What follows belongs to an exercise in optimizing a design on an open flow for small area; a production flow would make more cautious choices. In this exercise RTL edits were held to simulation tests only and were not proved equivalent to the original. Power and IR drop assume default switching activity.

`design/flow/config.mk`:
```
export PLATFORM = sky130hd
export DESIGN_NAME = mips_pipe_top
export DESIGN_NICKNAME = mips_pipe_top
export VERILOG_FILES = /design/flow/design.v
export SDC_FILE = /design/flow/constraint.sdc
export NUM_CORES = 4
export LEC_CHECK = 0
export CAP_MARGIN = 20
export CORE_MARGIN = 2
export CORE_UTILIZATION = 50
export CTS_CLUSTER_DIAMETER = 100
export CTS_CLUSTER_SIZE = 25
export SETUP_SLACK_MARGIN = 0.15
export SLEW_MARGIN = 20
export SYNTH_HIERARCHICAL = 1
```
`design/flow/constraint.sdc`:
```
create_clock -name core_clock -period 6.5 [get_ports {clk}]
set_input_delay 1.3000 -clock core_clock [delete_from_list [all_inputs] [get_ports {clk}]]
set_output_delay 1.3000 -clock core_clock [all_outputs]
set_load 0.01 [all_outputs]
```
`design/flow/design.v`:
```
package mips_pipe_pkg;
   typedef logic [32-1:0] word_t;
   typedef logic [5-1:0] reg_addr_t;
   typedef enum logic [3:0] {
      ALU_ADD,
      ALU_SUB,
      ALU_AND,
      ALU_OR,
      ALU_XOR,
      ALU_SLL,
      ALU_SRL,
      ALU_SRA
   } alu_op_t;
   typedef struct packed {
      logic reg_we;
      logic mem_read;
      logic mem_write;
   } ctrl_t;
   typedef struct packed {
      ctrl_t     ctrl;
      alu_op_t   alu_op;
      logic      use_imm;
      word_t     op_a;
      word_t     op_b;
      word_t     imm;
      reg_addr_t dest;
   } ex_payload_t;
   typedef struct packed {
      ctrl_t     ctrl;
      word_t     alu_result;
      word_t     store_data;
      reg_addr_t dest;
   } mem_payload_t;
   typedef struct packed {
      ctrl_t     ctrl;
      word_t     alu_result;
      word_t     load_data;
      reg_addr_t dest;
   } wb_payload_t;
endpackage
module rd_sel (
   input  logic [31:0] sel,
   input  logic [31:0] d,
   output logic        q
);
   logic [10:0] n;
   for (genvar g = 0; g < 11; g++) begin : g_grp
      if (g < 10) begin : g_full
         aoi222 u (.a(sel[3*g]), .b(d[3*g]), .c(sel[3*g+1]), .d(d[3*g+1]),
            .e(sel[3*g+2]), .f(d[3*g+2]), .y(n[g]));
      end else begin : g_last
         assign n[g] = ~((sel[30] & d[30]) | (sel[31] & d[31]));
      end
   end
   assign q = ~&n;
endmodule
module aoi222 (
   input  logic a,
   input  logic b,
   input  logic c,
   input  logic d,
   input  logic e,
   input  logic f,
   output logic y
);
   assign y = ~((a & b) | (c & d) | (e & f));
endmodule
module rd_dec (
   input  logic [4:0]  addr,
   input  logic [31:1] vld,
   input  logic        byp,
   output logic [31:0] sel
);
   always_comb begin
      sel[0] = byp;
      for (int i = 1; i < 32; i++) sel[i] = !byp && vld[i] && addr == i;
   end
endmodule
module wr_dec (
   input  logic [4:0]  dest,
   output logic [31:1] we
);
   always_comb begin
      for (int i = 1; i < 32; i++) we[i] = dest == i;
   end
endmodule
module alu (
   input  logic [31:0] op_a,
   input  logic [31:0] op_b,
   input  logic [15:0] imm,
   input  logic        use_imm,
   input  logic        sext,
   input  logic        do_sub,
   input  logic        is_shift,
   input  logic        t_c,        
   input  logic        t_g,        
   input  logic        t_p,        
   output logic [31:0] result
);
   logic [31:0] sh_n;
   shifter sh_i (.d(op_b), .amt(imm[10:6]), .left(!imm[1]), .arith(imm[0]),
      .en(is_shift), .qn(sh_n));
   logic        s_imm, s_ob;
   logic [31:0] immx;
   assign s_imm = use_imm;
   assign s_ob  = !use_imm && !is_shift;
   assign immx  = {{16{sext & imm[15]}}, imm};
   logic [31:0] g, p;
   for (genvar i = 0; i < 32; i++) begin : g_gp
      alu_gp u (.a(op_a[i]), .ob(op_b[i]), .im(immx[i]), .s_imm(s_imm), .s_ob(s_ob),
         .sub(do_sub), .g(g[i]), .p(p[i]));
   end
   logic [31:0] c;
   prefix32 pfx_i (.g({g[31:1], g[0] | (p[0] & do_sub)}), .p(p), .c(c[31:1]));
   assign c[0] = do_sub;
   for (genvar i = 0; i < 32; i++) begin : g_res
      alu_res u (.p(p[i]), .g(g[i]), .c(c[i]), .shn(sh_n[i]), .t_c(t_c), .t_g(t_g),
         .t_p(t_p), .r(result[i]));
   end
endmodule
module prefix32 (
   input  logic [31:0] g,
   input  logic [31:0] p,
   output logic [31:1] c
);
   for (genvar l = 0; l < 5; l++) begin : g_lvl
      localparam int D = 1 << l;
      logic [31:0] gi, pi, go, po;
      if (l == 0) begin : g_in
         assign gi = g;
         assign pi = p;
      end else begin : g_in
         assign gi = g_lvl[l-1].go;
         assign pi = g_lvl[l-1].po;
      end
      for (genvar i = 0; i < 32; i++) begin : g_bit
         localparam int J = (i / (2 * D)) * (2 * D) + D - 1;
         if ((i % (2 * D)) >= D) begin : g_op
            assign go[i] = gi[i] | (pi[i] & gi[J]);
            assign po[i] = pi[i] & pi[J];
         end else begin : g_pass
            assign go[i] = gi[i];
            assign po[i] = pi[i];
         end
      end
   end
   assign c = g_lvl[4].go[30:0];
endmodule
module shifter (
   input  logic [31:0] d,
   input  logic [4:0]  amt,
   input  logic        left,
   input  logic        arith,
   input  logic        en,
   output logic [31:0] qn
);
   logic fill;
   assign fill = arith & d[31];
   for (genvar l = 0; l < 5; l++) begin : g_lvl
      logic [31:0] ri, ro;
      logic        sl, sr, sn, z, f;
      if (l == 0) begin : g_in
         assign ri = d;
      end else begin : g_in
         assign ri = g_lvl[l-1].ro;
      end
      if (l == 4) begin : g_en
         assign sl = en & amt[l] & left;
         assign sr = en & amt[l] & ~left;
         assign sn = en & ~amt[l];
      end else begin : g_en
         assign sl = amt[l] & left;
         assign sr = amt[l] & ~left;
         assign sn = ~amt[l];
      end
      assign z = (l % 2 == 0) ? 1'b0 : 1'b1;
      assign f = (l % 2 == 0) ? fill : ~fill;
      for (genvar i = 0; i < 32; i++) begin : g_bit
         logic vl, vr;
         if (i >= (1 << l)) begin : g_l
            assign vl = ri[i - (1 << l)];
         end else begin : g_l
            assign vl = z;
         end
         if (i + (1 << l) < 32) begin : g_r
            assign vr = ri[i + (1 << l)];
         end else begin : g_r
            assign vr = f;
         end
         aoi222 m (.a(sl), .b(vl), .c(sr), .d(vr), .e(sn), .f(ri[i]), .y(ro[i]));
      end
   end
   assign qn = g_lvl[4].ro;
endmodule
module alu_gp (
   input  logic a,
   input  logic ob,
   input  logic im,
   input  logic s_imm,
   input  logic s_ob,
   input  logic sub,
   output logic g,
   output logic p
);
   logic b;
   assign b = (s_imm & im) | (s_ob & (ob ^ sub));
   assign g = a & b;
   assign p = a ^ b;
endmodule
module alu_res (
   input  logic p,
   input  logic g,
   input  logic c,
   input  logic shn,
   input  logic t_c,
   input  logic t_g,
   input  logic t_p,
   output logic r
);
   logic tn;
   aoi222 u_t (.a(t_c), .b(c), .c(t_g), .d(g), .e(t_p), .f(p), .y(tn));
   assign r = p ^ ~(tn & shn);
endmodule
module mips_pipe_top (
   input  logic        clk,
   input  logic        rst_b,
   output logic [29:0] inst_addr,
   input  logic [31:0] inst,
   output logic [29:0] mem_addr,
   output logic [31:0] store_data,
   input  logic [31:0] load_data,
   output logic [3:0]  mem_write_en
);
   localparam logic [2:0] K_NOP   = 3'd0;
   localparam logic [2:0] K_RTYPE = 3'd1;
   localparam logic [2:0] K_LW    = 3'd2;
   localparam logic [2:0] K_SW    = 3'd3;
   localparam logic [2:0] K_ANDI  = 3'd4;
   localparam logic [2:0] K_ORI   = 3'd5;
   localparam logic [2:0] K_XORI  = 3'd6;
   localparam logic [2:0] K_ADDIU = 3'd7;
   logic [29:0] pc;
   always_ff @(posedge clk or negedge rst_b) begin
      if (!rst_b) pc <= 30'h00100000;
      else        pc <= pc + 30'd1;
   end
   assign inst_addr = pc;
   logic [2:0] f_kind;
   always_comb begin
      f_kind = K_NOP;
      case (inst[31:26])
         6'h00:
            case (inst[5:0])
               6'h21, 6'h23, 6'h24, 6'h25,
               6'h26, 6'h00, 6'h02, 6'h03:
                  f_kind = (inst[15:11] != 5'd0) ? K_RTYPE : K_NOP;
               default: f_kind = K_NOP;
            endcase
         6'h09: f_kind = (inst[20:16] != 5'd0) ? K_ADDIU : K_NOP;
         6'h0c:  f_kind = (inst[20:16] != 5'd0) ? K_ANDI : K_NOP;
         6'h0d:   f_kind = (inst[20:16] != 5'd0) ? K_ORI : K_NOP;
         6'h0e:  f_kind = (inst[20:16] != 5'd0) ? K_XORI : K_NOP;
         6'h23:    f_kind = K_LW;
         6'h2b:    f_kind = K_SW;
         default:        f_kind = K_NOP;
      endcase
   end
   logic [2:0]  k1, k2;
   logic [25:0] d1, d2;
   logic        byp_a, byp_b;
   logic [4:0]  dest2;
   always_ff @(posedge clk or negedge rst_b) begin
      if (!rst_b) begin
         k1 <= K_NOP;
         k2 <= K_NOP;
      end else begin
         k1 <= f_kind;
         k2 <= k1;
      end
   end
   logic       f_shift;
   assign f_shift = inst[31:26] == 6'h00 && inst[5] == 1'b0;
   always_ff @(posedge clk) begin
      d1    <= {f_shift ? 5'd0 : inst[25:21], inst[20:0]};
      d2    <= d1;
      byp_a <= k2 != K_LW && dest2 != 5'd0 && dest2 == d1[25:21];
      byp_b <= k2 != K_LW && dest2 != 5'd0 && dest2 == d1[20:16];
   end
   logic [4:0]  rs, rt, rd;
   logic [15:0] imm;
   assign rs  = d2[25:21];
   assign rt  = d2[20:16];
   assign imm = d2[15:0];
   assign rd  = d2[15:11];
   always_comb begin
      case (k2)
         K_RTYPE: dest2 = rd;
         K_LW, K_ANDI, K_ORI, K_XORI, K_ADDIU: dest2 = rt;
         default: dest2 = 5'd0;
      endcase
   end
   logic [4:0]  m_dest;
   logic        m_load, m_store;
   logic [31:0] m_result, m_sd;
   logic [31:0] wr_data;
   logic [31:1][31:0] rf;
   logic [31:1]       vld;
   logic [31:1]       we;
   wr_dec wr_dec_i (.dest(m_dest), .we(we));
   genvar gi;
   for (gi = 1; gi < 32; gi++) begin : g_rf
      always_ff @(posedge clk) begin
         if (we[gi]) rf[gi] <= wr_data;
      end
   end
   always_ff @(posedge clk or negedge rst_b) begin
      if (!rst_b) vld <= '0;
      else        vld <= vld | we;
   end
   logic [31:0] op_a, op_b;
   logic [31:0] sel_a, sel_b;
   rd_dec rd_dec_a (.addr(rs), .vld(vld), .byp(byp_a), .sel(sel_a));
   rd_dec rd_dec_b (.addr(rt), .vld(vld), .byp(byp_b), .sel(sel_b));
   for (gi = 0; gi < 32; gi++) begin : g_rd
      logic [31:0] col;
      assign col[0] = m_result[gi];
      for (genvar gj = 1; gj < 32; gj++) begin : g_col
         assign col[gj] = rf[gj][gi];
      end
      rd_sel rd_a (.sel(sel_a), .d(col), .q(op_a[gi]));
      rd_sel rd_b (.sel(sel_b), .d(col), .q(op_b[gi]));
   end
   logic is_r, is_shift, do_sub, is_logic, use_imm, sext;
   logic [1:0] lop;
   assign is_r     = k2 == K_RTYPE;
   assign is_shift = is_r && !imm[5];
   assign do_sub   = is_r && imm[5] && !imm[2] && imm[1];
   assign is_logic = (is_r && imm[5] && imm[2]) || k2 == K_ANDI || k2 == K_ORI || k2 == K_XORI;
   assign lop      = is_r ? imm[1:0] : k2[1:0];
   assign use_imm  = !is_r;
   assign sext     = k2 == K_ADDIU || k2 == K_LW || k2 == K_SW;
   logic [31:0] result;
   alu alu_i (.op_a(op_a), .op_b(op_b), .imm(imm), .use_imm(use_imm), .sext(sext),
      .do_sub(do_sub), .is_shift(is_shift), .t_c(!is_logic),
      .t_g(is_logic && !lop[1]), .t_p(is_logic && lop == 2'd0), .result(result));
   always_ff @(posedge clk or negedge rst_b) begin
      if (!rst_b) begin
         m_dest  <= 5'd0;
         m_load  <= 1'b0;
         m_store <= 1'b0;
      end else begin
         m_dest  <= dest2;
         m_load  <= k2 == K_LW;
         m_store <= k2 == K_SW;
      end
   end
   always_ff @(posedge clk) begin
      m_result <= result;
      m_sd     <= op_b;
   end
   assign mem_addr     = m_result[31:2];
   assign store_data   = m_sd;
   assign mem_write_en = {4{m_store}};
   assign wr_data = m_load ? load_data : m_result;
endmodule
```
`design/flow/flow/run.sh`:
```
#!/bin/bash
# The standard layout (standard.sh, its synthesis unchanged) with two
# changes: the port buffers use the smallest buffer cell, and the clock
# tree is built without dummy loads.  The make output goes to
# standard_flow.log here; each ORFS step keeps its own log under orfs/logs.
set -euo pipefail
bash standard.sh \
   "BUFFER_PORTS_ARGS=-buffer_cell sky130_fd_sc_hd__buf_1" \
   "CTS_ARGS=-sink_clustering_enable -repair_clock_nets -sink_clustering_size 25 -sink_clustering_max_diameter 100 -dont_use_dummy_load" \
   finish > standard_flow.log 2>&1
```
`design/flow/standard.sh`:
```
#!/bin/bash
# synth_recipe.tcl (not shown) runs the flow's synth.tcl, then flattens the netlist and writes it again
# the make line also repeats each setting of config.mk as NAME=value (left out here)
make -C /OpenROAD-flow-scripts/flow DESIGN_CONFIG=/design/flow/config.mk WORK_HOME=/design/flow/orfs CLKGATE_MAP_FILE= SYNTH_SCRIPT=/design/flow/synth_recipe.tcl "${@:-finish}"
```
==> results of run 1 <==
## per-module statistics from Yosys, one instance, submodules excluded
module / flops+latches / cells inside / cell area [sq um]
alu: 0 / 4 / 21.27
aoi222: 0 / 1 / 10.01
rd_sel: 0 / 5 / 36.28
alu_res: 0 / 2 / 12.51
rd_dec: 0 / 52 / 407.9
shifter: 0 / 19 / 121.4
prefix32: 0 / 92 / 566.8
wr_dec: 0 / 46 / 217.7
mips_pipe_top: 1184 / 1462 / 35970
alu_gp: 0 / 3 / 30.03
## layout make-up
class,instances,area share
antenna,1,0.00004564
timing repair buffer,365,0.03925
tap,1287,0.02937
sequential,1184,0.6203
multi-input combinational,1810,0.2855
clock buffer,53,0.02419
inverter,20,0.001369
## metrics by stage
| step | setup slack [ps] | hold slack [ps] | std cells |
|---|---|---|---|
| CTS | 297.2 | 334.1 | 4715 |
| global placement | 325.8 | 309.8 | 4662 |
| floorplan | 601.4 | 309.6 | 3068 |
| finish | 184.1 | 333.9 | 4720 |
| global route | 158.9 | 341.3 | 4719 |
| detailed placement | 330.7 | 312.1 | 4662 |
## sequential cells by signal, indices dropped and copies added, names as in the netlist, 5 cells and up
register  cells
m_result     32
m_sd         32
rf          992
d2           26
d1           26
m_dest        5
vld          31
pc           30
## path summary, 6_finish.rpt
check | startpoint | endpoint | slack (ps)
min reg2reg | d1[2]$_DFF_P_ | d2[2]$_DFF_P_ | 330
max in group asynchronous | rst_b | vld[18]$_DFF_PN0_ | 4880
max reg2reg | d2[19]$_DFF_P_ | m_result[13]$_DFF_P_ | 180
min | d1[2]$_DFF_P_ | d2[2]$_DFF_P_ | 330
min in group asynchronous | rst_b | pc[21]$_DFF_PN0_ | 470
max | d2[19]$_DFF_P_ | m_result[13]$_DFF_P_ | 180
## routing by layer
| metal | global-route usage | vias to the layer above |
|---|---|---|
| met5 | 0 | - |
| met4 | 0.1845 | 8 |
| met3 | 0.08795 | 528 |
| met2 | 0.5634 | 3667 |
| met1 | 0.5113 | 19220 |
| li1 | - | 15160 |
## kinds of logic after synthesis
| logic type | Yosys count |
|---|---|
| DFF | 1184 |
| AOI/OAI and AO/OA | 1012 |
| and+or+nand+nor | 607 |
| xor gates and xnor gates | 95 |
| buffers and inverters | 74 |
| adders and majority gates | 33 |
| muxes | 32 |
| other | 2 |
## cell usage in the layout (no fill, tap or decap), types with 19 or more instances in the layout
master,count
a222oi_1,832
a22o_1,97
and3_1,37
and3_2,23
buf_1,160
buf_4,203
clkbuf_16,53
conb_1,31
dfrtp_1,72
dfxtp_1,116
edfxtp_1,992
ha_1,33
inv_1,19
mux2_2,28
nand2_1,124
nand3_1,19
nand4_1,139
nor2_1,29
nor2_4,31
or2_2,34
or4_4,64
xnor2_1,19
xor2_1,76
## what timing repair did
item	4_1_cts	5_1_grt
setup buffers	0	4
endpoints found under the setup margin	0	9
resized for setup	0	5
## power by group
group	internal, uW	switching, uW
clock	1460	2280
sequential	8700	187
combinational	371	1060
==> results.cfg, run 1 <==
[status]
status = no timing/DRC/antenna violations

[sta]
period_minus_slack_ps = 6316
setup_violations = 0
worst_slew_pin_slew_ps = 1297
setup_tns_ps = 0
fin_worst_skew_ps = 83.10
slew_headroom = 0.1353
period_share = 0.9717
rsz0062_at_grt = false
slew_viol_final = 0
max_clock_freq_mhz = 158.3
hold_violations = 0

[pwr]
power.total_uw = 14050
peakVddDrop_mv = 0.2194
p_leak_uw = 0.01875
p_per_area_nw_per_um2 = 256.3

[routing]
dr.pass1.iters = 17
wl_met2_mm = 85.70
avgRoutedWirePerCell_microns = 41.63
top_layer_used = met5
drt_wl_total_mm = 196.5
first_iter_violations = 11390
vias_per_cell = 8.173
num_vias = 38580
ant_nets = 0
wl_met1_mm = 68.84
drc = 0
wl_met3_mm = 30.00

[logic_synthesis]
ys_ff_latch = 1184
synthMuxAreaShare = 0.007247
synthArstFlopShare = 0.06250
synth-edff-count = 992
synth-seq-area-share = 0.6839
synth_area_per_cell_sq_um = 16.36
yosys.area.top_type = edfxtp_1
ys.flop_type = edfxtp_1
synth-simple-area-share = 0.07811
synth_top_area_share = 0.5991
synth_top_family_by_area = compound AO/OA/AOI/OAI gates
yosysMostFrequentCell = edfxtp_1
synth.distinct_cells = 80
synth-compound-area-share = 0.1964
synthTopCellsByCount = 992 x edfxtp_1, 832 x a222oi_1, 139 x nand4_1
synth-adder-area-share = 0.008304
netlist_area_sq_um = 49720
synth_xor_area_frac = 0.01673
syn_inst = 3039
yosysWarnings = 9
synth.top_cells.by_area = edfxtp_1 60%, a222oi_1 17%, dfxtp_1 4.8%

[critical_path]
worstPathCellList = and4bb_2, and3_1, buf_4, a222oi_1, nand4_1, or4_4, a222oi_1, a222oi_1, a222oi_1, a222oi_1, a222oi_1, buf_4, nand2_1, xor2_1
cp_slowest_cell = or4_4
cp.required_ps = 7120
crit_type = flop to flop
end_kind = flop
cp_num_buf_inv = 2
rr_worst_depth = 14
crit_arrival_ps = 6940
slowest_delay_ps = 660
critical_path.top_delay_family = compound AO/OA/AOI/OAI gates
critPathLaunchType = flop
worstPathMaxFanout = 17
cp_common_cell = a222oi_1
cp_num_cells = 14

[placed_design]
io_buffers = 161
place_area_sq_um = 53450
dp_hpwl_mm = 126.6
place_congestion = 0.9919

[finish]
syn2layout_area_growth_pct = 10.26
multiInputGateArea_sq_um = 15650
design_area_sq_um = 54830
utilization = 0.5571
drive_above_1_share = 0.1445
ff_latch_area_sq_um = 34010
n_fill_cell = 7877
fin_nets = 3533

[floorplanning]
die_area_sq_um = 102000
initial_core_util = 0.5052
num_io_pins = 162
die_y_microns = 319.4
die_x_microns = 319.4
rows = 115
placeableCoreArea_sq_um = 98420

[min_path]
whs_path_depth = 0
min_path_type = flop to flop

[cts]
clk_pin_slew_ps = 100
cts_tree = done
htree_levels = 2
clk_latency_ps = 730
clock_path_buffers = 3
cts_sinks = 1184
cts_buffers = 53
ctsHoldBuffers = 0
clock-root-buffer = clkbuf_16

[global_route]
antenna_found_initial = 11
grt_usage = 0.3740
grt_pass1_wl_mm = 271.9
grt_pass1_vias = 35820
gr-total-overflow = 0
grt_max_degree = 55

[flow_run]
drv_cap = 0
==> run 2: changes to the inputs <==
==> design/flow/flow/run.sh (replaced) <==
#!/bin/bash
# The standard layout (standard.sh, its synthesis unchanged) with three
# changes: the port buffers use the smallest buffer cell, the clock tree
# is built without dummy loads, and after global routing gates off the
# critical paths are downsized (ORFS's power recovery).  The make output
# goes to standard_flow.log here; each ORFS step keeps its own log under
# orfs/logs.
set -euo pipefail
bash standard.sh \
   "BUFFER_PORTS_ARGS=-buffer_cell sky130_fd_sc_hd__buf_1" \
   "CTS_ARGS=-sink_clustering_enable -repair_clock_nets -sink_clustering_size 25 -sink_clustering_max_diameter 100 -dont_use_dummy_load" \
   "RECOVER_POWER=100" \
   finish > standard_flow.log 2>&1
--- a/design/flow/config.mk
+++ b/design/flow/config.mk
@@ -7,7 +7,7 @@
 export LEC_CHECK = 0
 export CAP_MARGIN = 20
 export CORE_MARGIN = 2
-export CORE_UTILIZATION = 50
+export CORE_UTILIZATION = 55
 export CTS_CLUSTER_DIAMETER = 100
 export CTS_CLUSTER_SIZE = 25
 export SETUP_SLACK_MARGIN = 0.15
==> run 2 against run 1 <==
Now fails the layout checks on capacitance limit, slew limit. Register-to-register slack better by 40 ps. Fmax up 0.66%. Critical path type unchanged. Sequential share of layout area up 0.74 points. Clock-buffer cell count up 1. Largest cell class unchanged. Sequential power about the same. Non-clock buffer count down 38. Cell area down 1.2%. Power about the same. Via count down 0.34%. Core utilization up 4.7 points. Synthesized cell count unchanged. Critical path depth up 1.
==> results.cfg, run 2 <==
[finish]
reg.largest.list = rf x992, m_result x32, m_sd x32
syn2layout_area_growth_pct = 8.983
largest_register = rf
utilization = 0.6039
drive_above_1_share = 0.1019
largest_reg_flops = 992
antennaDiodeCount = 0
stdcell_count = 4571
fin_nets = 3496
final_common_cell = edfxtp_1
final_cell_mix = 992 x edfxtp_1, 832 x a222oi_1, 160 x buf_1, 139 x nand4_1, 124 x nand2_1

[pwr]
p_int_uw = 10540
combPwrFrac = 0.098
clkPwrFrac = 0.268
swShare = 0.2503
switching_power_uw = 3519
p_per_area_nw_per_um2 = 259.4
peakVddDrop_mv = 0.2570
p_leak_uw = 0.01841
seq_power_share = 0.634

[sta]
worst_slew_pin_slew_ps = 4042
setup_tns_ps = 0
slew_headroom = -1.694
hold_violations = 0
fin_worst_skew_ps = 69.61
hold-worst-slack_ps = 326.5
setup_violations = 0
period_share = 0.9653
period_minus_slack_ps = 6275
rsz0062_at_grt = false
max_clock_freq_mhz = 159.4
fin_ws_ps = 225.2
slew_viol_final = 1144

[logic_synthesis]
synth-compound-area-share = 0.1964
syn_inst = 3039
synth_top_family_by_area = compound AO/OA/AOI/OAI gates
ys_ff_latch = 1184
ys.flop_type = edfxtp_1
synth-edff-count = 992
synthTopCellsByCount = 992 x edfxtp_1, 832 x a222oi_1, 139 x nand4_1
yosysWarnings = 9
synthArstFlopShare = 0.06250
synth_xor_area_frac = 0.01673
synth_top_area_share = 0.5991
netlist_area_sq_um = 49720
yosys.area.top_type = edfxtp_1
synth-simple-area-share = 0.07811
synth.top_cells.by_area = edfxtp_1 60%, a222oi_1 17%, dfxtp_1 4.8%
synth-adder-area-share = 0.008304
synthMuxAreaShare = 0.007247
synth_area_per_cell_sq_um = 16.36
synth-seq-area-share = 0.6839
synth.distinct_cells = 80
yosysMostFrequentCell = edfxtp_1

[global_route]
grt_usage = 0.4037
grt_pass1_vias = 36300
grt_max_degree = 71
grt_pass1_wl_mm = 268.1
gr-total-overflow = 0
antenna_found_initial = 3

[routing]
avgRoutedWirePerCell_microns = 42.04
num_vias = 38450
first_iter_violations = 11270
drt_wl_total_mm = 192.2
ant_nets = 0
vias_per_cell = 8.411
drc = 0
dr.pass1.iters = 17

[critical_path]
critPathLaunchType = flop
worstPathMaxFanout = 17
crit_type = flop to flop
reg2reg_from = d2[17]$_DFF_P_
critPathLaunch = d2[17]$_DFF_P_
end_kind = flop
crit_arrival_ps = 6860
cp.required_ps = 7090

[cts]
cts_buffers = 54
htree_levels = 2
cts_sinks = 1184
cts_tree = done
clk_pin_slew_ps = 100
clock-root-buffer = clkbuf_16
clock_path_buffers = 3
clk_latency_ps = 720

[floorplanning]
num_io_pins = 162
initial_core_util = 0.5541
die_x_microns = 304.7
rows = 110
die_y_microns = 304.7
die_area_sq_um = 92830
placeableCoreArea_sq_um = 89740

[placed_design]
dp_cells = 4510
place_congestion = 0.9923
dp_hpwl_mm = 121.2
post-place-ws_ps = 354.5
io_buffers = 161

[min_path]
min_path_type = flop to flop
hp-start = d1[13]$_DFF_P_

[status]
violatedChecks = capacitance limit, slew limit
status = finished with violations

[flow_run]
drv_cap = 33
==> run 2: cell counts after synthesis <==
Identical to the previous run, type by type.
==> run 2: layer usage <==
layer  track usage  wire length (microns)  up-vias  part of all wire
li1              -                      -    15090                 -
met1        0.5520                  65590    18980              0.34
met2        0.5964                  82360     3784              0.43
met3       0.08629                  29610      586              0.15
met4        0.2457                  14570        6             0.076
met5             0                     34        -           0.00018
==> run 2: cell families (layout without fill, tap and decap cells) <==
family | count (synthesis) | in the layout
adder cells (fa/ha/maj) | 33 | 33
AO/OA/AOI/OAI | 1012 | 1012
buffers and inverters | 74 | 401
XOR/XNOR | 95 | 95
flip-flops | 1184 | 1184
multiplexers | 32 | 32
other | 2 | 31
AND/OR/NAND/NOR | 607 | 607
==> run 2: path summary, 6_finish.rpt <==
check,to,slack (ps),cells past startpoint
max,m_result[14]$_DFF_P_,230,15
min,d2[13]$_DFF_P_,330,0
max reg2reg,m_result[14]$_DFF_P_,230,15
min reg2reg,d2[13]$_DFF_P_,330,0
max in group asynchronous,vld[14]$_DFF_PN0_,1920,2
min in group asynchronous,pc[25]$_DFF_PN0_,440,1
==> run 2: power by group through the flow <==
stage / Combinational, uW / Sequential, uW / Clock (uW)
after global placement: 1300 / 9050 / 0
final: 1370 / 8920 / 3770
after floorplan: 794 / 8940 / 0
after global routing: 1420 / 8920 / 4020
after CTS: 1340 / 8890 / 3790
after detailed placement: 1340 / 9060 / 0
==> run 2: timing repair <==
item / CTS / global route
endpoints found under the setup margin: 0 / 16
hold buffers: 0 / 0
buffers inserted: 0 / 7
gates resized for setup: 0 / 15
==> run 2: critical path, cell delays in order, from the launching register on <==
cell	delay [ps]
dfxtp_2	440
nor2b_1	180
and3_1	600
buf_4	410
a222oi_1	650
nand4_1	380
or4_1	730
a222oi_1	570
a222oi_1	250
a222oi_1	300
buf_4	200
a222oi_1	80
a222oi_1	740
buf_4	240
nand2_1	70
xor2_1	280
==> run 2: per-module statistics from Yosys, one instance, submodules excluded, excerpt <==
module | area (sq um) | flip-flops and latches | cells
rd_sel | 36.28 | 0 | 5
alu_gp | 30.03 | 0 | 3
mips_pipe_top | 35970 | 1184 | 1462
prefix32 | 566.8 | 0 | 92
shifter | 121.4 | 0 | 19
aoi222 | 10.01 | 0 | 1
wr_dec | 217.7 | 0 | 46
alu_res | 12.51 | 0 | 2
rd_dec | 407.9 | 0 | 52
==> run 2: metrics by stage <==
stage	area (sq um)	total power [uW]
floorplan	49840	9735
global placement	53040	10360
detailed placement	53040	10400
CTS	54400	14020
global route	54190	14370
finish	54190	14060
==> run 2: cell type report <==
class	instances	area (sq um)
clock buffers	54	1351
flip-flops and latches	1184	34020
repair buffers	327	1744
fillers	6797	35550
multi-input cells	1810	15530
inverters	20	75.07
well taps	1176	1471
==> run 3: changes to the inputs <==
--- a/design/flow/design.v
+++ b/design/flow/design.v
@@ -71,18 +71,49 @@
    input  logic        byp,
    output logic [31:0] sel
 );
-   always_comb begin
-      sel[0] = byp;
-      for (int i = 1; i < 32; i++) sel[i] = !byp && vld[i] && addr == i;
+   logic [3:0] lo;
+   logic [7:0] hi;
+   for (genvar i = 0; i < 4; i++) begin : g_lo
+      assign lo[i] = addr[1:0] == i;
    end
+   for (genvar i = 0; i < 8; i++) begin : g_hi
+      assign hi[i] = !byp && addr[4:2] == i;
+   end
+   assign sel[0] = byp;
+   for (genvar i = 1; i < 32; i++) begin : g_sel
+      and3m u (.a(lo[i % 4]), .b(hi[i / 4]), .c(vld[i]), .y(sel[i]));
+   end
+endmodule
+module and3m (
+   input  logic a,
+   input  logic b,
+   input  logic c,
+   output logic y
+);
+   assign y = a & b & c;
 endmodule
 module wr_dec (
    input  logic [4:0]  dest,
    output logic [31:1] we
 );
-   always_comb begin
-      for (int i = 1; i < 32; i++) we[i] = dest == i;
+   logic [3:0] lo_n;
+   logic [7:0] hi_n;
+   for (genvar i = 0; i < 4; i++) begin : g_lo
+      assign lo_n[i] = dest[1:0] != i;
    end
+   for (genvar i = 0; i < 8; i++) begin : g_hi
+      assign hi_n[i] = dest[4:2] != i;
+   end
+   for (genvar i = 1; i < 32; i++) begin : g_we
+      nor2m u (.a(lo_n[i % 4]), .b(hi_n[i / 4]), .y(we[i]));
+   end
+endmodule
+module nor2m (
+   input  logic a,
+   input  logic b,
+   output logic y
+);
+   assign y = ~(a | b);
 endmodule
 module alu (
    input  logic [31:0] op_a,
==> design/flow/flow/run.sh (replaced) <==
#!/bin/bash
# The standard layout (standard.sh, its synthesis unchanged) with two
# changes: the port buffers use the smallest buffer cell, and the clock
# tree is built without dummy loads.  The make output goes to
# standard_flow.log here; each ORFS step keeps its own log under orfs/logs.
set -euo pipefail
bash standard.sh \
   "BUFFER_PORTS_ARGS=-buffer_cell sky130_fd_sc_hd__buf_1" \
   "CTS_ARGS=-sink_clustering_enable -repair_clock_nets -sink_clustering_size 25 -sink_clustering_max_diameter 100 -dont_use_dummy_load" \
   finish > standard_flow.log 2>&1
--- a/design/flow/config.mk
+++ b/design/flow/config.mk
@@ -7,9 +7,10 @@
 export LEC_CHECK = 0
 export CAP_MARGIN = 20
 export CORE_MARGIN = 2
-export CORE_UTILIZATION = 55
+export CORE_UTILIZATION = 50
 export CTS_CLUSTER_DIAMETER = 100
 export CTS_CLUSTER_SIZE = 25
+export PLACE_DENSITY = 0.8
 export SETUP_SLACK_MARGIN = 0.15
 export SLEW_MARGIN = 20
 export SYNTH_HIERARCHICAL = 1
==> run 3 against run 2 <==
The run now finishes clean. Register-to-register slack got worse by 80 ps. First-iteration DRC count rose by 14%. Critical path depth fell by 2. Core utilization fell by 5.2 points. Clock-buffer cell count fell by 1. Synthesized cell count fell by 0.82%. Global-route usage fell by 6.5 points. Final cell count rose by 1.7%. Clock power fell by 2%. Critical endpoint is now m_result[25]$_DFF_P_. Power fell by 0.73%. Largest power group unchanged. Sequential share of layout area fell by 0.11 points. Clock skew fell by 13 ps.
==> results.cfg, run 3 <==
[pwr]
peakVddDrop_mv = 0.2283
swShare = 0.2469
p_int_uw = 10510
p_per_area_nw_per_um2 = 257.1
combPwrFrac = 0.098
power.total_uw = 13950
clkPwrFrac = 0.265
p_leak_uw = 0.01849
switching_power_uw = 3446
seq_power_share = 0.637

[logic_synthesis]
netlist_area_sq_um = 49480
synth_top_area_share = 0.6020
synthTopCellsByCount = 992 x edfxtp_1, 832 x a222oi_1, 136 x nand4_1
ys_ff_latch = 1184
synth-seq-area-share = 0.6872
synth_area_per_cell_sq_um = 16.42
synth-adder-area-share = 0.008345
yosys.area.top_type = edfxtp_1
yosysWarnings = 7
synth.top_cells.by_area = edfxtp_1 60%, a222oi_1 17%, dfxtp_1 4.8%
yosysMostFrequentCell = edfxtp_1
synth.distinct_cells = 74
syn_inst = 3014
synthMuxAreaShare = 0.007283
synth_top_family_by_area = compound AO/OA/AOI/OAI gates
synth_xor_area_frac = 0.01699
synth-compound-area-share = 0.1972
synth-simple-area-share = 0.07533
synth-edff-count = 992
ys.flop_type = edfxtp_1
synthArstFlopShare = 0.06250

[status]
status = no timing/DRC/antenna violations

[placed_design]
io_buffers = 161
place_congestion = 1.005
dp_hpwl_mm = 112.7

[global_route]
grt_pass1_vias = 35900
grt_max_degree = 75
gr-total-overflow = 0
grt_usage = 0.3389
grt_pass1_wl_mm = 251.4
antenna_found_initial = 9

[cts]
clock_path_buffers = 3
clock-root-buffer = clkbuf_16
cts_buffers = 53
clk_latency_ps = 690
cts_sinks = 1184
cts_tree = done
htree_levels = 2
clk_pin_slew_ps = 100

[sta]
slew_headroom = 0.1512
slew_viol_final = 0
period_minus_slack_ps = 6352
setup_violations = 0
hold_violations = 0
setup_tns_ps = 0
worst_slew_pin_slew_ps = 1273
period_share = 0.9772
fin_worst_skew_ps = 56.43
max_clock_freq_mhz = 157.4
rsz0062_at_grt = true

[routing]
vias_per_cell = 8.319
drc = 0
dr.pass1.iters = 19
first_iter_violations = 12890
ant_nets = 0
num_vias = 38670
avgRoutedWirePerCell_microns = 38.45
drt_wl_total_mm = 178.7

[finish]
ff_latch_area_sq_um = 34010
largest_reg_flops = 992
reg.largest.list = rf x992, m_result x32, m_sd x32
final_cell_mix = 992 x edfxtp_1, 832 x a222oi_1, 160 x buf_1, 138 x buf_4, 136 x nand4_1
fin_nets = 3460
drive_above_1_share = 0.1253
syn2layout_area_growth_pct = 9.685
n_fill_cell = 7624
final_common_cell = edfxtp_1
largest_register = rf
multiInputGateArea_sq_um = 15490

[critical_path]
cp.required_ps = 7050
rr_worst_depth = 13
crit_arrival_ps = 6910
end_kind = flop
critPathLaunchType = flop
crit_type = flop to flop
worstPathMaxFanout = 21

[floorplanning]
initial_core_util = 0.5035
die_x_microns = 318.6
die_y_microns = 318.6
num_io_pins = 162
die_area_sq_um = 101500
rows = 115
placeableCoreArea_sq_um = 98280

[min_path]
whs_path_depth = 0
min_path_type = flop to flop

[flow_run]
drv_cap = 0
run 3: cell count changes after synthesis, moves of 4 or more:
| cell | change |
|---|---|
| and3_1 | +12 |
| a21oi_1 | +4 |
| buf_4 | -4 |
| nor4b_1 | +6 |
| mux2_2 | +7 |
| and4b_1 | -4 |
| mux2_1 | -7 |
| nand3_1 | -4 |
| and4_1 | -4 |
| nor4b_2 | -8 |
| nor2_1 | -9 |
run 3: worst paths after layout:
| path | from | to | slack [ps] |
|---|---|---|---|
| worst max-delay path | d2[19]$_DFF_P_ | m_result[25]$_DFF_P_ | 150 |
| max in group asynchronous | rst_b | vld[14]$_DFF_PN0_ | 4930 |
| worst max register to register | d2[19]$_DFF_P_ | m_result[25]$_DFF_P_ | 150 |
| worst min-delay path | d1[7]$_DFF_P_ | d2[7]$_DFF_P_ | 330 |
| worst min register to register | d1[7]$_DFF_P_ | d2[7]$_DFF_P_ | 330 |
| min in group asynchronous | rst_b | pc[7]$_DFF_PN0_ | 880 |
run 3: critical path, stage by stage (launching register included):
cell and delay [ps]:
dfxtp_1 490, and4bb_2 310, and3_1 390, buf_4 360, a222oi_1 360, nand4_1 640
or4_4 800, a222oi_1 670, a222oi_1 320, a222oi_1 660, a222oi_1 250, a222oi_1 680
nand2_1 130, xor2_1 190
run 3: repair_timing:
action,in CTS,in global routing
gates resized for setup,0,4
hold buffers,0,0
buffers inserted,0,3
setup endpoints to repair,0,6
run 3: routing by layer:
metal	global-route usage	wire length, microns	vias to the layer above	part of all wire
met2	0.4790	73380	4502	0.41
met3	0.1242	34720	786	0.19
met5	0.001891	81	-	0.00045
li1	-	-	14990	-
met1	0.4426	56230	18380	0.31
met4	0.2139	14290	12	0.080
run 3: layout make-up:
cell class,count,area share
flip-flops and latches,1184,0.6266
multi-input cells,1798,0.2854
repair buffers,305,0.03242
well taps,1287,0.02967
clock buffers,53,0.02444
inverters,19,0.001314
diodes,2,0.00009222
run 3: cell families after synthesis:
family | after synthesis
compound gates | 1012
xor+xnor | 96
fa+ha+maj | 33
buf+inv | 61
flops | 1184
mux | 32
other cells | 2
simple gates | 594
run 3: per-module statistics from Yosys (local to each module, per instance), excerpt:
module	flip-flops and latches	cell area, sq um	cells
mips_pipe_top	1184	35950	1456
prefix32	0	566.8	92
shifter	0	121.4	19
rd_dec	0	111.4	13
rd_sel	0	36.28	5
alu_gp	0	30.03	3
alu	0	21.27	4
aoi222	0	10.01	1
and3m	0	6.256	1
nor2m	0	3.754	1
run 3: power by group through the flow:
stage | clock [uW] | sequential [uW] | combinational, uW
finish | 3700 | 8890 | 1370
detailed placement | 0 | 9050 | 1290
floorplan | 0 | 8940 | 786
global route | 3920 | 8900 | 1410
global placement | 0 | 9040 | 1250
CTS | 3660 | 8880 | 1290
run 3: stage by stage:
stage / setup slack, ps / hold WS (ps) / util / instance area (sq um) / instances
2_1_floorplan: 721.7 / 309.6 / - / 49590 / 3043
3_3_place_gp: 812.0 / 314.5 / 0.5381 / 52880 / 4589
3_5_place_dp: 692.3 / 312.1 / 0.5383 / 52900 / 4590
4_1_cts: 634.9 / 333.1 / 0.5517 / 54220 / 4643
5_1_grt: 156.1 / 340.0 / 0.5522 / 54270 / 4646
6_report: 148.4 / 332.7 / 0.5522 / 54270 / 4648
==> run 4: changes to the inputs <==
--- a/design/flow/flow/run.sh
+++ b/design/flow/flow/run.sh
@@ -6,5 +6,5 @@
 set -euo pipefail
 bash standard.sh \
    "BUFFER_PORTS_ARGS=-buffer_cell sky130_fd_sc_hd__buf_1" \
-   "CTS_ARGS=-sink_clustering_enable -repair_clock_nets -sink_clustering_size 25 -sink_clustering_max_diameter 100 -dont_use_dummy_load" \
+   "CTS_ARGS=-sink_clustering_enable -repair_clock_nets -sink_clustering_size 18 -sink_clustering_max_diameter 60 -dont_use_dummy_load -buf_list sky130_fd_sc_hd__clkbuf_8" \
    finish > standard_flow.log 2>&1
--- a/design/flow/config.mk
+++ b/design/flow/config.mk
@@ -8,8 +8,9 @@
 export CAP_MARGIN = 20
 export CORE_MARGIN = 2
 export CORE_UTILIZATION = 50
-export CTS_CLUSTER_DIAMETER = 100
-export CTS_CLUSTER_SIZE = 25
+export CTS_BUF_LIST = sky130_fd_sc_hd__clkbuf_8
+export CTS_CLUSTER_DIAMETER = 60
+export CTS_CLUSTER_SIZE = 18
 export PLACE_DENSITY = 0.8
 export SETUP_SLACK_MARGIN = 0.15
 export SLEW_MARGIN = 20
==> run 4 against run 3 <==
Combinational power barely moved. Core utilization is 0.17 points lower. Clock skew increased by 39 ps. Sequential power about the same. Still clean on timing, DRC and antenna. Sequential share of layout area is 0.20 points higher. Routed wire length decreased by 0.14%. First-iteration DRC count decreased by 3.6%. Fmax grew 0.67%. Critical endpoint is now m_result[14]$_DFF_P_.
==> results.cfg, run 4 <==
[status]
status = no timing/DRC/antenna violations

[sta]
worst_slew_pin_slew_ps = 1320
fin_worst_skew_ps = 95.75
period_minus_slack_ps = 6309
max_clock_freq_mhz = 158.5
period_share = 0.9706
setup_tns_ps = 0
hold_violations = 0
setup_violations = 0
fin_ws_ps = 191.0
slew_viol_final = 0
slew_headroom = 0.1197
hold-worst-slack_ps = 333.2
rsz0062_at_grt = false

[global_route]
grt_pass1_wl_mm = 250.5
grt_usage = 0.3380
grt_pass1_vias = 36160
grt_max_degree = 75
gr-total-overflow = 0
antenna_found_initial = 9

[routing]
drt_wl_total_mm = 178.5
ant_nets = 0
vias_per_cell = 8.279
dr.pass1.iters = 20
num_vias = 38720
drc = 0
first_iter_violations = 12430
avgRoutedWirePerCell_microns = 38.16

[logic_synthesis]
yosysMostFrequentCell = edfxtp_1
yosysWarnings = 7
syn_inst = 3014
yosys.area.top_type = edfxtp_1
synth-seq-area-share = 0.6872
synth-edff-count = 992
ys.flop_type = edfxtp_1
synth_area_per_cell_sq_um = 16.42
synth_top_area_share = 0.6020
synth.distinct_cells = 74
synth.top_cells.by_area = edfxtp_1 60%, a222oi_1 17%, dfxtp_1 4.8%
synthArstFlopShare = 0.06250
ys_ff_latch = 1184
netlist_area_sq_um = 49480
synthTopCellsByCount = 992 x edfxtp_1, 832 x a222oi_1, 136 x nand4_1

[placed_design]
place_congestion = 1.005
dp_hpwl_mm = 112.7
post-place-ws_ps = 692.3
io_buffers = 161

[floorplanning]
placeableCoreArea_sq_um = 98280
num_io_pins = 162
die_x_microns = 318.6
die_area_sq_um = 101500
initial_core_util = 0.5035
die_y_microns = 318.6
rows = 115

[pwr]
p_leak_uw = 0.01844
combPwrFrac = 0.100
clkPwrFrac = 0.249
power.total_uw = 13660
p_per_area_nw_per_um2 = 252.5
peakVddDrop_mv = 0.1659
swShare = 0.2524
seq_power_share = 0.651
p_int_uw = 10210
switching_power_uw = 3448

[finish]
fin_nets = 3490
reg.largest.list = rf x992, m_result x32, m_sd x32
largest_register = rf
utilization = 0.5505
final_common_cell = edfxtp_1
largest_reg_flops = 992
syn2layout_area_growth_pct = 9.344
drive_above_1_share = 0.1322
final_cell_mix = 992 x edfxtp_1, 832 x a222oi_1, 160 x buf_1, 136 x nand4_1, 135 x buf_4
n_fill_cell = 7645

[cts]
htree_levels = 3
clk_latency_ps = 790
clock_path_buffers = 3
clock-root-buffer = clkbuf_8
clk_pin_slew_ps = 110
ctsHoldBuffers = 0
cts_buffers = 84
cts_tree = done
postCtsSetupRepairBufs = 0
cts_sinks = 1184

[critical_path]
crit_type = flop to flop
r2r-end = m_result[14]$_DFF_P_
rr_worst_depth = 14
reg2reg_from = d2[20]$_DFF_P_
critPathLaunchType = flop
end_kind = flop
cp.required_ps = 7130
r2r_slack_ps = 190
crit_arrival_ps = 6940
worstPathMaxFanout = 19
cp-endpoint = m_result[14]$_DFF_P_
critPathLaunch = d2[20]$_DFF_P_

[flow_run]
drv_cap = 0

[min_path]
min_path_type = flop to flop
run 4: cell types whose count changed in the layout (fill, tap and decap cells not counted):
cell	previous run	this run
buf_4	138	135
buf_8	1	3
and3_2	21	18
diode_2	2	1
clkbuf_8	0	84
and3_1	50	53
clkbuf_16	53	0
run 4: cell type report:
class	count	area, sq um	area share
sequential	1184	34010	0.6286
multi-input combinational	1798	15490	0.2863
antenna	1	2.502	0.00004625
clock buffer	84	1156	0.02137
inverter	19	71.32	0.001318
timing repair buffer	304	1767	0.03265
tap	1287	1610	0.02976
run 4: cells by family (layout without fill, tap and decap cells):
family / after synthesis / in the layout / share of synthesized area
buffers and inverters: 61 / 407 / 0.007435
AND/OR/NAND/NOR: 594 / 594 / 0.07533
multiplexers: 32 / 32 / 0.007283
other: 2 / 32 / 0.0001518
XOR/XNOR: 96 / 96 / 0.01699
flip-flops: 1184 / 1184 / 0.6872
AO/OA/AOI/OAI: 1012 / 1012 / 0.1972
adder cells (fa/ha/maj): 33 / 33 / 0.008345
run 4: power groups by stage:
stage	registers [uW]	clock network [uW]	logic (uW)
2_1_floorplan	8940	0	786
3_3_place_gp	9040	0	1250
3_5_place_dp	9050	0	1290
4_1_cts	8880	3390	1290
5_1_grt	8900	3640	1400
6_report	8890	3400	1360
run 4: worst min path at each step:
| stage | start | end | slack (ps) | cells past startpoint |
|---|---|---|---|---|
| global placement | d1[12]$_DFF_P_ | d2[12]$_DFF_P_ | 310 | 0 |
| finish | d1[12]$_DFF_P_ | d2[12]$_DFF_P_ | 330 | 0 |
| CTS | d1[7]$_DFF_P_ | d2[7]$_DFF_P_ | 330 | 0 |
| global route | d1[5]$_DFF_P_ | d2[5]$_DFF_P_ | 340 | 0 |
| floorplan | d1[0]$_DFF_P_ | d2[0]$_DFF_P_ | 310 | 0 |
| detailed placement | d1[11]$_DFF_P_ | d2[11]$_DFF_P_ | 310 | 0 |
run 4: what timing repair did:
item | CTS | global route
gates resized for setup | 0 | 4
endpoints found under the setup margin | 0 | 3
hold endpoints to repair | 0 | 0
run 4: through the flow:
step	instance area [sq um]	instances
after floorplan	49590	3043
final	54100	4677
after detailed placement	52900	4590
after CTS	54050	4674
after global placement	52880	4589
after global routing	54100	4676
run 4: modules after synthesis, one instance, submodules excluded, excerpt:
| module | cells inside | area, sq um |
|---|---|---|
| alu | 4 | 21.27 |
| mips_pipe_top | 1456 | 35950 |
| rd_dec | 13 | 111.4 |
| alu_res | 2 | 12.51 |
| alu_gp | 3 | 30.03 |
| shifter | 19 | 121.4 |
| and3m | 1 | 6.256 |
| wr_dec | 12 | 82.58 |
| prefix32 | 92 | 566.8 |
| nor2m | 1 | 3.754 |
run 4: critical path: stages (launching register included):
cell and delay (ps):
dfxtp_1 500, and4bb_2 310, and3_1 510, a222oi_1 480, nand4_1 720, or4_4 730, a222oi_1 770, a222oi_1 320
a222oi_1 570, a222oi_1 240, a222oi_1 410, buf_4 230, nand2_1 70, xor2_1 160, buf_4 180
run 4: per-layer routing:
layer | wire, microns | vias up | track usage
met4 | 15340 | 8 | 0.2288
met3 | 34210 | 835 | 0.1187
met2 | 72910 | 4454 | 0.4763
li1 | - | 15030 | -
met5 | 55 | - | 0.001891
met1 | 55930 | 18390 | 0.4398
==> run 5: changes to the inputs <==
--- a/design/flow/design.v
+++ b/design/flow/design.v
@@ -204,7 +204,7 @@
          assign sr = amt[l] & ~left;
          assign sn = ~amt[l];
       end
-      assign z = (l % 2 == 0) ? 1'b0 : 1'b1;
+      assign z = (l % 2 == 0) ? ~left : left;
       assign f = (l % 2 == 0) ? fill : ~fill;
       for (genvar i = 0; i < 32; i++) begin : g_bit
          logic vl, vr;
==> run 5 against run 4 <==
Routed wire length about the same. Flip-flop and latch count unchanged. Final cell count down 0.83%. Clock skew up 25 ps. Fmax up 1.0%. Cell area down 0.49%. Core utilization down 0.27 points. Worst setup slack better by 63 ps. Worst hold slack worse by 2.5 ps. Largest cell class unchanged. Largest power group unchanged. Highest routed layer unchanged.
==> results.cfg, run 5 <==
[logic_synthesis]
synth_area_per_cell_sq_um = 16.41
synth-seq-area-share = 0.6874
synth-edff-count = 992
yosysMostFrequentCell = edfxtp_1
synth.top_cells.by_area = edfxtp_1 60%, a222oi_1 17%, dfxtp_1 4.8%
yosys.area.top_type = edfxtp_1
netlist_area_sq_um = 49460
syn_inst = 3014
ys.flop_type = edfxtp_1
synth_top_area_share = 0.6022
ys_ff_latch = 1184
yosysWarnings = 7
synth.distinct_cells = 70
synthArstFlopShare = 0.06250
synthTopCellsByCount = 992 x edfxtp_1, 832 x a222oi_1, 136 x nand4_1

[global_route]
grt_pass1_vias = 36420
grt_usage = 0.3380
gr-total-overflow = 0
antenna_found_initial = 7
grt_max_degree = 75
grt_pass1_wl_mm = 251.2

[min_path]
min_path_type = flop to flop

[cts]
clk_pin_slew_ps = 110
cts_sinks = 1184
ctsHoldBuffers = 0
clk_latency_ps = 800
clock-root-buffer = clkbuf_8
htree_levels = 3
cts_tree = done
clock_path_buffers = 3
cts_buffers = 82

[sta]
hold_violations = 0
setup_violations = 0
max_clock_freq_mhz = 160.1
slew_viol_final = 0
worst_slew_pin_slew_ps = 1172
rsz0062_at_grt = false
setup_tns_ps = 0
period_minus_slack_ps = 6246
slew_headroom = 0.2189
fin_worst_skew_ps = 120.5
period_share = 0.9610

[finish]
final_cell_mix = 992 x edfxtp_1, 832 x a222oi_1, 160 x buf_1, 136 x nand4_1, 130 x buf_4
drive_above_1_share = 0.1258
syn2layout_area_growth_pct = 8.841
largest_reg_flops = 992
largest_register = rf
final_common_cell = edfxtp_1
multiInputGateArea_sq_um = 15370
reg.largest.list = rf x992, m_result x32, m_sd x32
utilization = 0.5478
ff_latch_area_sq_um = 34010
fin_nets = 3448
n_fill_cell = 7592

[floorplanning]
initial_core_util = 0.5033
num_io_pins = 162
die_y_microns = 318.5
die_x_microns = 318.5
die_area_sq_um = 101500
placeableCoreArea_sq_um = 98280
rows = 115

[routing]
drc = 0
vias_per_cell = 8.395
avgRoutedWirePerCell_microns = 38.45
drt_wl_total_mm = 178.3
num_vias = 38940
ant_nets = 0
first_iter_violations = 12460
dr.pass1.iters = 21

[pwr]
combPwrFrac = 0.099
switching_power_uw = 3459
p_int_uw = 10180
swShare = 0.2535
p_leak_uw = 0.01827
peakVddDrop_mv = 0.1410
clkPwrFrac = 0.248
p_per_area_nw_per_um2 = 253.4
seq_power_share = 0.653
power.total_uw = 13640

[critical_path]
crit_type = flop to flop
end_kind = flop
critPathLaunchType = flop
worstPathMaxFanout = 17
slowest_delay_ps = 630
critical_path.top_delay_family = simple AND/OR/NAND/NOR gates
worstPathCellList = and4bb_2, and3_1, buf_4, a222oi_1, nand4_1, or4_4, xor2_1, a22o_1, ha_1, a21oi_1, o21ai_1, a221oi_2, a211oi_1, nor2_1, inv_1, o31a_1, a222oi_1, nand2_1, xor2_1
cp_num_buf_inv = 2
cp_slowest_cell = or4_4
crit_arrival_ps = 6840
cp.required_ps = 7090

[flow_run]
drv_cap = 0

[status]
status = no timing/DRC/antenna violations

[placed_design]
dp_hpwl_mm = 113.8
io_buffers = 161
place_congestion = 0.9959
run 5: metal layers:
| layer | share of wire | up-vias | wire [microns] | global-route usage |
|---|---|---|---|---|
| li1 | - | 14980 | - | - |
| met1 | 0.32 | 18540 | 56350 | 0.4332 |
| met2 | 0.41 | 4549 | 72890 | 0.4794 |
| met3 | 0.20 | 853 | 35090 | 0.1442 |
| met4 | 0.077 | 12 | 13770 | 0.1963 |
| met5 | 0.0013 | - | 231 | 0 |
run 5: power by group through the flow:
stage	sequential, uW	combinational, uW	clock [uW]
2_1_floorplan	8940	786	0
3_3_place_gp	9060	1250	0
3_5_place_dp	9060	1270	0
4_1_cts	8890	1280	3360
5_1_grt	8920	1390	3630
6_report	8910	1350	3380
run 5: Yosys stat by module, one instance, submodules excluded, a selection:
module	cells inside	cell area, sq um	flops+latches
mips_pipe_top	1456	35950	1184
rd_dec	13	111.4	0
shifter	19	107.6	0
rd_sel	5	36.28	0
alu	4	21.27	0
alu_res	2	12.51	0
aoi222	1	10.01	0
and3m	1	6.256	0
nor2m	1	3.754	0
run 5: worst reg2reg max path: cells and delay by family, from the launching register on:
| kind | cells | cell delay, ps |
|---|---|---|
| adders and majority gates | 1 | 330 |
| and+or+nand+nor | 6 | 2260 |
| DFF | 1 | 520 |
| xor gates and xnor gates | 2 | 330 |
| buffers and inverters | 2 | 510 |
| AOI/OAI and AO/OA | 8 | 2160 |
run 5: final timing paths:
check | start | endpoint | slack [ps] | depth (start not counted)
worst min-delay path | d1[7]$_DFF_P_ | d2[7]$_DFF_P_ | 330 | 0
min in group asynchronous | rst_b | pc[9]$_DFF_PN0_ | 780 | 2
worst min register to register | d1[7]$_DFF_P_ | d2[7]$_DFF_P_ | 330 | 0
max in group asynchronous | rst_b | vld[23]$_DFF_PN0_ | 4960 | 2
worst max-delay path | d2[19]$_DFF_P_ | m_result[26]$_DFF_P_ | 250 | 19
worst max register to register | d2[19]$_DFF_P_ | m_result[26]$_DFF_P_ | 250 | 19
run 5: metrics by stage:
step | cells | hold WS (ps) | instance area, sq um | setup slack [ps]
floorplan | 3014 | 309.6 | 49470 | 721.7
global placement | 4551 | 311.8 | 52670 | 587.4
detailed placement | 4551 | 312.1 | 52670 | 524.8
CTS | 4633 | 331.2 | 53800 | 462.3
global route | 4635 | 343.6 | 53830 | 163.0
finish | 4638 | 330.6 | 53840 | 253.7
run 5: final cells by class:
cell class / count / share of cell area
Timing Repair Buffer: 294 / 0.03044
Tap cell: 1287 / 0.02991
Inverter: 20 / 0.001394
Antenna cell: 4 / 0.0001859
Sequential cell: 1184 / 0.6317
Clock buffer: 82 / 0.02096
Multi-Input combinational cell: 1767 / 0.2854
run 5: what timing repair did:
item                       4_1_cts  5_1_grt
setup buffers                    0        0
gates resized for setup          0        1
setup endpoints to repair        0        1
run 5: logic make-up after synthesis:
kind of cell,after synthesis,share of synthesized area
xor gates and xnor gates,96,0.01700
adders and majority gates,33,0.008347
DFF,1184,0.6874
buffers and inverters,63,0.007664
AOI/OAI and AO/OA,1012,0.1973
and+or+nand+nor,594,0.07500
muxes,32,0.007285
==> run 6: changes to the inputs <==
--- a/design/flow/flow/run.sh
+++ b/design/flow/flow/run.sh
@@ -6,5 +6,5 @@
 set -euo pipefail
 bash standard.sh \
    "BUFFER_PORTS_ARGS=-buffer_cell sky130_fd_sc_hd__buf_1" \
-   "CTS_ARGS=-sink_clustering_enable -repair_clock_nets -sink_clustering_size 18 -sink_clustering_max_diameter 60 -dont_use_dummy_load -buf_list sky130_fd_sc_hd__clkbuf_8" \
+   "CTS_ARGS=-sink_clustering_enable -repair_clock_nets -sink_clustering_size 15 -sink_clustering_max_diameter 60 -dont_use_dummy_load -buf_list sky130_fd_sc_hd__clkbuf_8" \
    finish > standard_flow.log 2>&1
--- a/design/flow/config.mk
+++ b/design/flow/config.mk
@@ -10,7 +10,7 @@
 export CORE_UTILIZATION = 50
 export CTS_BUF_LIST = sky130_fd_sc_hd__clkbuf_8
 export CTS_CLUSTER_DIAMETER = 60
-export CTS_CLUSTER_SIZE = 18
+export CTS_CLUSTER_SIZE = 15
 export PLACE_DENSITY = 0.8
 export SETUP_SLACK_MARGIN = 0.15
 export SLEW_MARGIN = 20
==> run 6 against run 5 <==
Non-clock buffer count grew 1. Critical endpoint unchanged. Critical path depth unchanged. Fmax fell by 0.66%. Largest cell class unchanged. Still clean on timing, DRC and antenna.
==> results.cfg, run 6 <==
[logic_synthesis]
synth_top_area_share = 0.6022
synth.top_cells.by_area = edfxtp_1 60%, a222oi_1 17%, dfxtp_1 4.8%
synth-seq-area-share = 0.6874
netlist_area_sq_um = 49460
synthArstFlopShare = 0.06250
yosysMostFrequentCell = edfxtp_1
yosysWarnings = 7
yosys.area.top_type = edfxtp_1
ys.flop_type = edfxtp_1
syn_inst = 3014
synthTopCellsByCount = 992 x edfxtp_1, 832 x a222oi_1, 136 x nand4_1
ys_ff_latch = 1184
synth_area_per_cell_sq_um = 16.41
synth-edff-count = 992
synth.distinct_cells = 70

[min_path]
whs_path_depth = 0
min_path_type = flop to flop
hp-start = d1[4]$_DFF_P_
hold_path_end = d2[4]$_DFF_P_

[critical_path]
reg2reg_from = d2[20]$_DFF_P_
cp.required_ps = 7100
rr_worst_depth = 19
worstPathMaxFanout = 21
slowest_delay_ps = 660
r2r-end = m_result[26]$_DFF_P_
crit_type = flop to flop
r2r_slack_ps = 210
critPathLaunch = d2[20]$_DFF_P_
end_kind = flop
worstPathCellList = and4bb_2, and3_1, buf_4, a222oi_1, nand4_1, or4_4, xor2_1, a22o_1, ha_1, a21oi_1, o21ai_1, a221oi_2, a211oi_1, nor2_1, inv_1, o31a_1, a222oi_1, nand2_1, xor2_1
cp_num_buf_inv = 2
critPathLaunchType = flop
crit_arrival_ps = 6880
critical_path.top_delay_family = simple AND/OR/NAND/NOR gates
cp_slowest_cell = or4_4

[cts]
clock_path_buffers = 3
clk_pin_slew_ps = 90
cts_buffers = 92
postCtsSetupRepairBufs = 0
cts_sinks = 1184
clock-root-buffer = clkbuf_8
htree_levels = 3
clk_latency_ps = 800
cts_tree = done

[sta]
period_share = 0.9674
period_minus_slack_ps = 6288
slew_viol_final = 0
slew_headroom = 0.1998
hold_violations = 0
max_clock_freq_mhz = 159.0
rsz0062_at_grt = false
fin_worst_skew_ps = 91.10
worst_slew_pin_slew_ps = 1200
setup_violations = 0
fin_ws_ps = 212.0
setup_tns_ps = 0

[routing]
first_iter_violations = 12910
ant_nets = 0
vias_per_cell = 8.365
num_vias = 38890
drc = 0
dr.pass1.iters = 17
avgRoutedWirePerCell_microns = 38.31
drt_wl_total_mm = 178.1

[finish]
largest_register = rf
syn2layout_area_growth_pct = 9.177
final_common_cell = edfxtp_1
drive_above_1_share = 0.1289
ff_latch_area_sq_um = 34010
design_area_sq_um = 54000
final_cell_mix = 992 x edfxtp_1, 832 x a222oi_1, 160 x buf_1, 136 x nand4_1, 130 x buf_4
largest_reg_flops = 992
fin_nets = 3459
n_fill_cell = 7589
reg.largest.list = rf x992, m_result x32, m_sd x32
multiInputGateArea_sq_um = 15370

[status]
status = no timing/DRC/antenna violations

[placed_design]
io_buffers = 161
place_congestion = 0.9959
dp_hpwl_mm = 113.8
place_area_sq_um = 52670
post-place-ws_ps = 524.8

[floorplanning]
die_x_microns = 318.5
placeableCoreArea_sq_um = 98280
die_y_microns = 318.5
rows = 115
die_area_sq_um = 101500
num_io_pins = 162
initial_core_util = 0.5033

[pwr]
p_leak_uw = 0.01835
peakVddDrop_mv = 0.1498
p_per_area_nw_per_um2 = 255.6

[global_route]
grt_pass1_vias = 36550
grt_pass1_wl_mm = 250.7
grt_usage = 0.3367
grt_max_degree = 75
gr-total-overflow = 0
antenna_found_initial = 9

[flow_run]
drv_cap = 0
==> run 6: cell types whose count changed in the layout (fill, tap and decap cells not counted), sizes merged <==
| cell | change |
|---|---|
| clkbuf | +10 |
| buf | +1 |
==> run 6: area by class of cell <==
cell class              instances  area share
clock buffers                  92     0.02345
flip-flops and latches       1184      0.6297
multi-input cells            1767      0.2846
inverters                      20    0.001390
diodes                          4   0.0001853
repair buffers                295     0.03086
well taps                    1287     0.02982
==> run 6: stage by stage <==
| step | hold WS (ps) | util | std cells | total power, uW |
|---|---|---|---|---|
| global placement | 311.8 | 0.5359 | 4551 | 10300 |
| finish | 328.9 | 0.5495 | 4649 | 13800 |
| detailed placement | 312.1 | 0.5359 | 4551 | 10330 |
| floorplan | 309.6 | - | 3014 | 9727 |
| global route | 336.3 | 0.5494 | 4646 | 14100 |
| CTS | 331.6 | 0.5488 | 4643 | 13680 |
==> run 6: routing by layer <==
| metal | track usage | vias up | wire length (microns) |
|---|---|---|---|
| li1 | - | 15020 | - |
| met1 | 0.4305 | 18500 | 55590 |
| met2 | 0.4754 | 4544 | 73180 |
| met3 | 0.1425 | 804 | 35550 |
| met4 | 0.2043 | 14 | 13610 |
| met5 | 0.0009456 | - | 154 |
==> run 6: per-module statistics from Yosys (local to each module, per instance) <==
module / cells inside / times used
mips_pipe_top: 1456 / 1
prefix32: 92 / 1
rd_dec: 13 / 2
shifter: 19 / 1
wr_dec: 12 / 1
rd_sel: 5 / 64
alu_gp: 3 / 32
alu: 4 / 1
alu_res: 2 / 32
aoi222: 1 / 832
and3m: 1 / 62
nor2m: 1 / 31
==> run 6: what timing repair did <==
| action | in CTS | in global routing |
|---|---|---|
| hold buffers | 0 | 0 |
| resized for setup | 0 | 2 |
| endpoints found under the hold margin | 0 | 0 |
| setup endpoints to repair | 0 | 4 |
==> run 6: worst max path at each step <==
stage          cells past startpoint  slack [ps]                   end
2_1_floorplan                     16         720  m_result[22]$_DFF_P_
3_3_place_gp                      19         590  m_result[26]$_DFF_P_
3_5_place_dp                      19         520  m_result[26]$_DFF_P_
4_1_cts                           19         460  m_result[26]$_DFF_P_
5_1_grt                           19         170  m_result[26]$_DFF_P_
6_report                          19         210  m_result[26]$_DFF_P_
==> run 6: kinds of logic after synthesis <==
group | count (synthesis) | synth area share
AO/OA/AOI/OAI | 1012 | 0.1973
XOR/XNOR | 96 | 0.01700
adder cells (fa/ha/maj) | 33 | 0.008347
buffers and inverters | 63 | 0.007664
flip-flops | 1184 | 0.6874
multiplexers | 32 | 0.007285
AND/OR/NAND/NOR | 594 | 0.07500
==> run 6: power by group <==
group	leakage, uW	internal, uW	switching, uW
clock	0.000661	1260	2270
combinational	0.00670	350	1000
sequential	0.0110	8700	214
==> run 6: worst register-to-register path, cell delays in order, from the launching register on <==
cell	delay, ps
dfxtp_1	550
and4bb_2	330
and3_1	420
buf_4	380
a222oi_1	410
nand4_1	520
or4_4	660
xor2_1	170
a22o_1	220
ha_1	330
a21oi_1	170
o21ai_1	150
a221oi_2	370
a211oi_1	240
nor2_1	270
inv_1	120
o31a_1	290
a222oi_1	300
nand2_1	100
xor2_1	160

re-timing with driven ports:
The flow's constraints put no driver on any port. The routed layouts listed below were extracted and timed again, unchanged, in two steps.
Step 1 sets driving cells, clkbuf_16 on the clock port and buf_2 on the other inputs (assumed; they add their load-dependent delay and slew).
Step 2 adds t to the input delays and takes it off the output delays; t is the mean of the earliest and latest rising clock arrival at the registers after step 1. Input paths then give back, and output paths get back, about the clock's delay inside the block.
a / b / c = ideal ports / drivers / drivers and shift; a / b = the first two.
run	t (ns)	setup WS [ns]	worst setup path after step 2	clock arrival spread, ns
run 1	0.769	0.184 / 0.184 / 0.184	register to register	0.084 / 0.084
run 2	0.759	0.225 / 0.225 / 0.225	register to register	0.070 / 0.070
run 3	0.726	0.148 / 0.148 / 0.148	register to register	0.063 / 0.063
run 4	0.795	0.191 / 0.191 / 0.191	register to register	0.127 / 0.127
run 5	0.804	0.254 / 0.254 / 0.254	register to register	0.121 / 0.121
run 6	0.814	0.212 / 0.212 / 0.212	register to register	0.091 / 0.091
